Context: an optimization exercise on an open-source flow, tuned for small area, a short achievable clock period and few clock cycles per item. The choices shown serve that exercise and are no tape-out recipe.
The RTL was checked by simulation tests, not by an equivalence proof against the original design.
Power figures rest on the tool's default switching activity, not on a simulated workload.

==> job 5539: inputs <==
## mips_core
module mips_core #(
	parameter int dmem_depth = 64
) (
	input  logic                  clk,
	input  logic                  rst,
	output logic [xlen-1:0]       pc,
	input  logic [xlen-1:0]       instr,
	output logic                  wb_en,
	output logic [reg_addr_w-1:0] wb_addr,
	output logic [xlen-1:0]       wb_data
);
Settings: LEC_CHECK=0, CAP_MARGIN=20, CORE_MARGIN=2, CORE_UTILIZATION=40, PLACE_DENSITY=0.55, SETUP_SLACK_MARGIN=2.5, SLEW_MARGIN=20, SYNTH_HIERARCHICAL=1; clock period 5.5 ns.
run.sh (not shown) runs the stock make flow with config.mk's settings and CLKGATE_MAP_FILE= SYNTH_SCRIPT=/design/flow/synth_recipe.tcl, a recipe that flattens the netlist after the stock synthesis.
==> job 4572: changes against job 5539 <==
--- a/flow/design.v
+++ b/flow/design.v
@@ -39,50 +39,52 @@
 `timescale 1ns/1ps
 import mips_pkg::*;
 module reg_file (
 	input  logic                  clk,
 	input  logic                  rst,
-	input  logic [reg_addr_w-1:0] ra1,
-	input  logic [reg_addr_w-1:0] ra2,
+	input  logic [reg_addr_w-1:0] ra1_n,
+	input  logic [reg_addr_w-1:0] ra2_n,
+	input  logic [reg_addr_w-1:0] wa_n,
 	input  logic [reg_addr_w-1:0] wa,
-	input  logic                  we,
 	input  logic [xlen-1:0]       wd,
 	output logic [xlen-1:0]       rd1,
 	output logic [xlen-1:0]       rd2
 );
 	logic [31:1] valid;
 	logic [31:1] wsel;
+	logic [31:1] valid_n;
 	logic [xlen-1:0] regs [1:31];
-	logic wt1, wt2;
+	logic wt1_n, wt2_n;
 	logic [31:0] s1, s2;
 	always_comb begin
 		for (int k = 1; k < 32; k++) begin
-			wsel[k] = we && wa == reg_addr_w'(k);
+			wsel[k] = wa == reg_addr_w'(k);
 		end
 	end
+	assign valid_n = valid | wsel;
 	always_ff @(posedge clk or posedge rst) begin
 		if (rst) begin
 			valid <= '0;
 		end else begin
-			valid <= valid | wsel;
+			valid <= valid_n;
 		end
 	end
 	for (genvar k = 1; k < 32; k++) begin : g_reg
 		always_ff @(posedge clk) begin
 			if (wsel[k]) begin
 				regs[k] <= wd;
 			end
 		end
 	end
-	assign wt1 = we && wa == ra1;
-	assign wt2 = we && wa == ra2;
-	always_comb begin
-		s1[0] = wt1;
-		s2[0] = wt2;
+	assign wt1_n = wa_n == ra1_n;
+	assign wt2_n = wa_n == ra2_n;
+	always_ff @(posedge clk) begin
+		s1[0] <= wt1_n;
+		s2[0] <= wt2_n;
 		for (int k = 1; k < 32; k++) begin
-			s1[k] = valid[k] && ra1 == reg_addr_w'(k) && !wt1;
-			s2[k] = valid[k] && ra2 == reg_addr_w'(k) && !wt2;
+			s1[k] <= valid_n[k] && ra1_n == reg_addr_w'(k) && !wt1_n;
+			s2[k] <= valid_n[k] && ra2_n == reg_addr_w'(k) && !wt2_n;
 		end
 	end
 	for (genvar i = 0; i < xlen; i++) begin : g_bit
 		logic [31:0] col;
 		assign col[0] = wd[i];
@@ -244,59 +246,65 @@
 		cg_xor2 u_s0 (.a(a[0]), .b(b[0]), .y(s[0]));
 	end else begin : g_s0a
 		assign s[0] = x[0];
 	end
 endmodule
-module alu (
-	input  logic [xlen-1:0] a,
-	input  logic [xlen-1:0] b,
-	input  logic            op_add,
-	input  logic            op_sub,
-	input  logic            op_and,
-	input  logic            op_or,
-	input  logic            op_nor,
-	input  logic            op_slt,
-	input  logic            op_pass_b,
-	output logic [xlen-1:0] res
+module alu_out (
+	input  logic [xlen-1:0] sum,
+	input  logic [xlen-1:0] diff,
+	input  logic            sel_sum,
+	input  logic            sel_diff,
+	input  logic            sel_lt,
+	input  logic [xlen-1:0] rest_n,
+	output logic [xlen-1:0] y
 );
-	logic [xlen-1:0] sum, diff, orv;
-	logic lt;
-	ks_add #(.sub(1'b0)) u_sum (.a(a), .b(b), .s(sum));
-	ks_add #(.sub(1'b1)) u_diff (.a(a), .b(b), .s(diff));
-	assign orv = a | b;
-	assign lt = (a[xlen-1] != b[xlen-1]) ? a[xlen-1] : diff[xlen-1];
-	assign res = (sum & {xlen{op_add}}) | (diff & {xlen{op_sub}}) |
-		(a & b & {xlen{op_and}}) | (orv & {xlen{op_or}}) |
-		(~orv & {xlen{op_nor}}) | (b & {xlen{op_pass_b}}) |
-		{{(xlen-1){1'b0}}, lt & op_slt};
+	logic [xlen-1:0] ns, nd;
+	logic nl;
+	for (genvar i = 0; i < xlen; i++) begin : g_bit
+		cg_nand2 u_s (.a(sum[i]), .b(sel_sum), .y(ns[i]));
+		cg_nand2 u_d (.a(diff[i]), .b(sel_diff), .y(nd[i]));
+		if (i == 0) begin : g_lt
+			cg_nand2 u_l (.a(diff[xlen-1]), .b(sel_lt), .y(nl));
+			cg_nand4 u_o (.a(ns[i]), .b(nd[i]), .c(nl), .d(rest_n[i]), .y(y[i]));
+		end else begin : g_o
+			cg_nand3 u_o (.a(ns[i]), .b(nd[i]), .c(rest_n[i]), .y(y[i]));
+		end
+	end
 endmodule
 `timescale 1ns/1ps
 import mips_pkg::*;
 module data_mem (
 	input  logic            clk,
 	input  logic            rst,
-	input  logic [5:0]      addr,
-	input  logic            re,
+	input  logic [5:0]      ra_n,
+	input  logic            re_n,
+	input  logic [5:0]      wa,
 	input  logic            we,
 	input  logic [xlen-1:0] wd,
 	output logic [xlen-1:0] rd
 );
 	logic [63:0] valid;
+	logic [63:0] valid_n;
 	logic [63:0] wsel;
 	logic [63:0] rsel;
 	logic [xlen-1:0] words [64];
 	always_comb begin
 		for (int k = 0; k < 64; k++) begin
-			wsel[k] = we && addr == 6'(k);
-			rsel[k] = re && valid[k] && addr == 6'(k);
+			wsel[k] = we && wa == 6'(k);
 		end
 	end
+	assign valid_n = valid | wsel;
 	always_ff @(posedge clk or posedge rst) begin
 		if (rst) begin
 			valid <= '0;
 		end else begin
-			valid <= valid | wsel;
+			valid <= valid_n;
+		end
+	end
+	always_ff @(posedge clk) begin
+		for (int k = 0; k < 64; k++) begin
+			rsel[k] <= re_n && valid_n[k] && ra_n == 6'(k);
 		end
 	end
 	for (genvar k = 0; k < 64; k++) begin : g_word
 		always_ff @(posedge clk) begin
 			if (wsel[k]) begin
@@ -367,39 +375,42 @@
 	logic e_add, e_sub, e_and, e_or, e_nor, e_slt;
 	logic [4:0] e_dest;
 	logic [7:0] e_imm;
 	logic [xlen-1:0] e_a, e_b;
 	logic e_fb_late;
-	logic m_we, m_lw, m_sw, m_sdlate;
+	logic m_we, m_sw, m_sdlate;
 	logic [4:0] m_dest;
 	logic [5:0] m_addr;
 	logic [xlen-1:0] m_x;
+	logic [4:0] w_addr;
+	logic [xlen-1:0] w_data;
 	logic d_use_rs;
 	logic e_hit_rs, e_hit_rt, m_hit_rs, m_hit_rt;
-	logic fa_m, fa_w, fb_m, fb_w, fb_late;
+	logic fa_m, fa_w, fa_r, fb_m, fb_w, fb_r, fb_late;
 	logic [xlen-1:0] rf_a, rf_b;
 	logic [3:0] fn;
-	logic w_en;
-	logic [4:0] w_addr;
-	logic [xlen-1:0] w_data;
-	logic [xlen-1:0] opa, opb, res, wb_next;
-	logic [7:0] addr8;
+	logic [4:0] ra1_n, ra2_n, wa_n;
 	assign d_use_rs = d_is_r || d_is_lw || d_is_sw;
 	assign e_hit_rs = e_we && e_dest == d_rs;
 	assign e_hit_rt = e_we && e_dest == d_rt;
 	assign m_hit_rs = m_we && m_dest == d_rs;
 	assign m_hit_rt = m_we && m_dest == d_rt;
 	assign stall = e_lw && ((d_use_rs && e_hit_rs) || (d_is_r && e_hit_rt));
 	assign fa_m = e_hit_rs && !e_lw;
 	assign fa_w = m_hit_rs && !e_hit_rs;
+	assign fa_r = !e_hit_rs && !m_hit_rs;
 	assign fb_m = e_hit_rt && !e_lw;
 	assign fb_late = e_hit_rt && e_lw;
 	assign fb_w = m_hit_rt && !e_hit_rt;
+	assign fb_r = !e_hit_rt && !m_hit_rt;
+	assign ra1_n = stall ? d_rs : instr[25:21];
+	assign ra2_n = stall ? d_rt : instr[20:16];
+	assign wa_n = m_we ? m_dest : 5'd0;
 	reg_file u_regs (
 		.clk(clk), .rst(rst),
-		.ra1(d_rs), .ra2(d_rt),
-		.wa(w_addr), .we(w_en), .wd(w_data),
+		.ra1_n(ra1_n), .ra2_n(ra2_n), .wa_n(wa_n),
+		.wa(w_addr), .wd(w_data),
 		.rd1(rf_a), .rd2(rf_b)
 	);
 	assign fn = d_imm[3:0];
 	always_ff @(posedge clk or posedge rst) begin
 		if (rst) begin
@@ -415,62 +426,77 @@
 			e_or <= d_is_r && fn == funct_or[3:0];
 			e_nor <= d_is_r && fn == funct_nor[3:0];
 			e_slt <= d_is_r && fn == funct_slt[3:0];
 		end
 	end
+	logic [xlen-1:0] sum, diff, orv, lg, wbn;
+	logic eqs, lt_early;
+	logic [xlen-1:0] rest_x, rest_a, rest_b;
+	logic [xlen-1:0] e_a_d, e_b_d, m_x_d;
+	logic [7:0] addr8;
+	ks_add #(.sub(1'b0)) u_sum (.a(e_a), .b(e_b), .s(sum));
+	ks_add #(.sub(1'b1)) u_diff (.a(e_a), .b(e_b), .s(diff));
+	assign orv = e_a | e_b;
+	assign lg = (e_a & e_b & {xlen{e_and}}) | (orv & {xlen{e_or}}) |
+		(~orv & {xlen{e_nor}}) | (e_b & {xlen{e_sw}});
+	assign eqs = e_a[xlen-1] == e_b[xlen-1];
+	assign lt_early = e_a[xlen-1] && !e_b[xlen-1];
+	assign rest_x = lg | {{(xlen-1){1'b0}}, lt_early && e_slt};
+	assign rest_a = (lg & {xlen{fa_m}}) | (wbn & {xlen{fa_w}}) | (rf_a & {xlen{fa_r}}) |
+		{{(xlen-1){1'b0}}, lt_early && e_slt && fa_m};
+	assign rest_b = (lg & {xlen{fb_m}}) | (wbn & {xlen{fb_w}}) | (rf_b & {xlen{fb_r}}) |
+		{{(xlen-1){1'b0}}, lt_early && e_slt && fb_m};
+	alu_out u_out_x (.sum(sum), .diff(diff), .sel_sum(e_add), .sel_diff(e_sub),
+		.sel_lt(e_slt && eqs), .rest_n(~rest_x), .y(m_x_d));
+	alu_out u_out_a (.sum(sum), .diff(diff), .sel_sum(e_add && fa_m),
+		.sel_diff(e_sub && fa_m), .sel_lt(e_slt && eqs && fa_m), .rest_n(~rest_a),
+		.y(e_a_d));
+	alu_out u_out_b (.sum(sum), .diff(diff), .sel_sum(e_add && fb_m),
+		.sel_diff(e_sub && fb_m), .sel_lt(e_slt && eqs && fb_m), .rest_n(~rest_b),
+		.y(e_b_d));
 	always_ff @(posedge clk) begin
 		e_dest <= d_dest;
 		e_imm <= d_imm;
 		e_fb_late <= fb_late;
-		e_a <= (res & {xlen{fa_m}}) | (wb_next & {xlen{fa_w}}) |
-			(rf_a & {xlen{!(fa_m || fa_w)}});
-		e_b <= (res & {xlen{fb_m}}) | (wb_next & {xlen{fb_w}}) |
-			(rf_b & {xlen{!(fb_m || fb_w || fb_late)}});
-	end
-	assign opa = e_a;
-	assign opb = e_b;
-	alu u_alu (
-		.a(opa), .b(opb),
-		.op_add(e_add), .op_sub(e_sub), .op_and(e_and), .op_or(e_or),
-		.op_nor(e_nor), .op_slt(e_slt), .op_pass_b(e_sw),
-		.res(res)
-	);
-	assign addr8 = opa[7:0] + e_imm;
+		e_a <= e_a_d;
+		e_b <= e_b_d;
+	end
+	assign addr8 = e_a[7:0] + e_imm;
 	always_ff @(posedge clk or posedge rst) begin
 		if (rst) begin
-			{m_we, m_lw, m_sw} <= '0;
+			{m_we, m_sw} <= '0;
 		end else begin
 			m_we <= e_we;
-			m_lw <= e_lw;
 			m_sw <= e_sw;
 		end
 	end
 	always_ff @(posedge clk) begin
 		m_dest <= e_dest;
 		m_addr <= addr8[7:2];
-		m_x <= res;
+		m_x <= m_x_d;
 		m_sdlate <= e_fb_late;
 	end
 	logic [xlen-1:0] ld_data, st_data;
 	assign st_data = m_sdlate ? w_data : m_x;
 	data_mem u_dmem (
 		.clk(clk), .rst(rst),
-		.addr(m_addr), .re(m_lw), .we(m_sw), .wd(st_data),
+		.ra_n(addr8[7:2]), .re_n(e_lw),
+		.wa(m_addr), .we(m_sw), .wd(st_data),
 		.rd(ld_data)
 	);
+	assign wbn = ld_data | m_x;
 	always_ff @(posedge clk or posedge rst) begin
 		if (rst) begin
 			wb_en <= 1'b0;
-			w_en <= 1'b0;
+			w_addr <= '0;
+			w_data <= '0;
 		end else begin
 			wb_en <= m_we;
-			w_en <= m_we;
+			w_addr <= m_we ? m_dest : 5'd0;
+			w_data <= wbn & {xlen{m_we}};
 		end
 	end
-	assign wb_next = ld_data | m_x;
 	always_ff @(posedge clk) begin
 		wb_addr <= m_dest;
-		wb_data <= wb_next;
-		w_addr <= m_dest;
-		w_data <= wb_next;
+		wb_data <= wbn;
 	end
 endmodule
Settings changed: CORE_UTILIZATION 40 to 35, CTS_CLUSTER_DIAMETER set to 100, CTS_CLUSTER_SIZE set to 25, PLACE_DENSITY 0.55 to 0.5, SETUP_SLACK_MARGIN 2.5 to 2.7.
==> comparison <==
Job 5539 ran to the end with no violations. Job 4572 completed with no timing, DRC or antenna violations. In critical path depth, job 5539 and job 4572 do not differ. Between job 5539 and job 4572, the lower die area is in job 5539 (gap about 15%, measured against job 4572). In job 5539 the worst setup slack is worse than in job 4572, by 0.57 ns. In job 5539 the sequential power is smaller than in job 4572, by about 4%. Between job 4572 and job 5539, the lower clock-buffer cell count is in job 4572 (gap 201). Against job 5539, the sequential share of layout area of job 4572 is higher by 3.1 points. Of job 5539 and job 4572, job 4572 has the higher cell count (gap 6.1%, measured against job 4572). Of job 5539 and job 4572, job 4572 has the higher area after synthesis (gap 3.2%, measured against job 4572). Of job 4572 and job 5539, job 5539 has the higher via count (gap about 0.6%, measured against job 5539). Against job 5539, the design area of job 4572 is smaller by about 1.4%.
Testbench counts of job 5539, summed over its fixed seeds: cycles 11,637, instructions 11,354.
Testbench counts of job 4572, summed over its fixed seeds: cycles 11,637, instructions 11,354.

-- what the ideal ports hide --
The flow's constraints put no driver on any port. The routed layouts listed below were extracted and timed again, unchanged, in two steps.
Step 1 sets driving cells, clkbuf_16 on the clock port and buf_2 on the other inputs (assumed; they add their load-dependent delay and slew).
Step 2, shift: input delay + t, output delay - t, t = (earliest + latest rising clock arrival at the registers) / 2. This alone moves slack from input paths to output paths.
Three values: ideal, step 1, step 2; two values: the first two.
| run | shift t [ns] | setup slack, ns | worst setup path after step 2 | slew at the worst register clock pin (ns) | pins driven straight from the clock port |
|---|---|---|---|---|---|
| job 5539 | 1.012 | 1.770 / 1.770 / 1.770 | register to register | 0.07 / 0.07 | 1 |
| job 4572 | 1.030 | 2.341 / 2.341 / 2.273 | input, reset recovery | 0.11 / 0.11 | 1 |
After both steps setup and hold are still met in every run listed. The setup slack of job 4572, which loses most, moves by 0.000 ns with the drivers and by -0.068 ns with both steps. The worst setup slack also covers recovery checks on asynchronous resets.
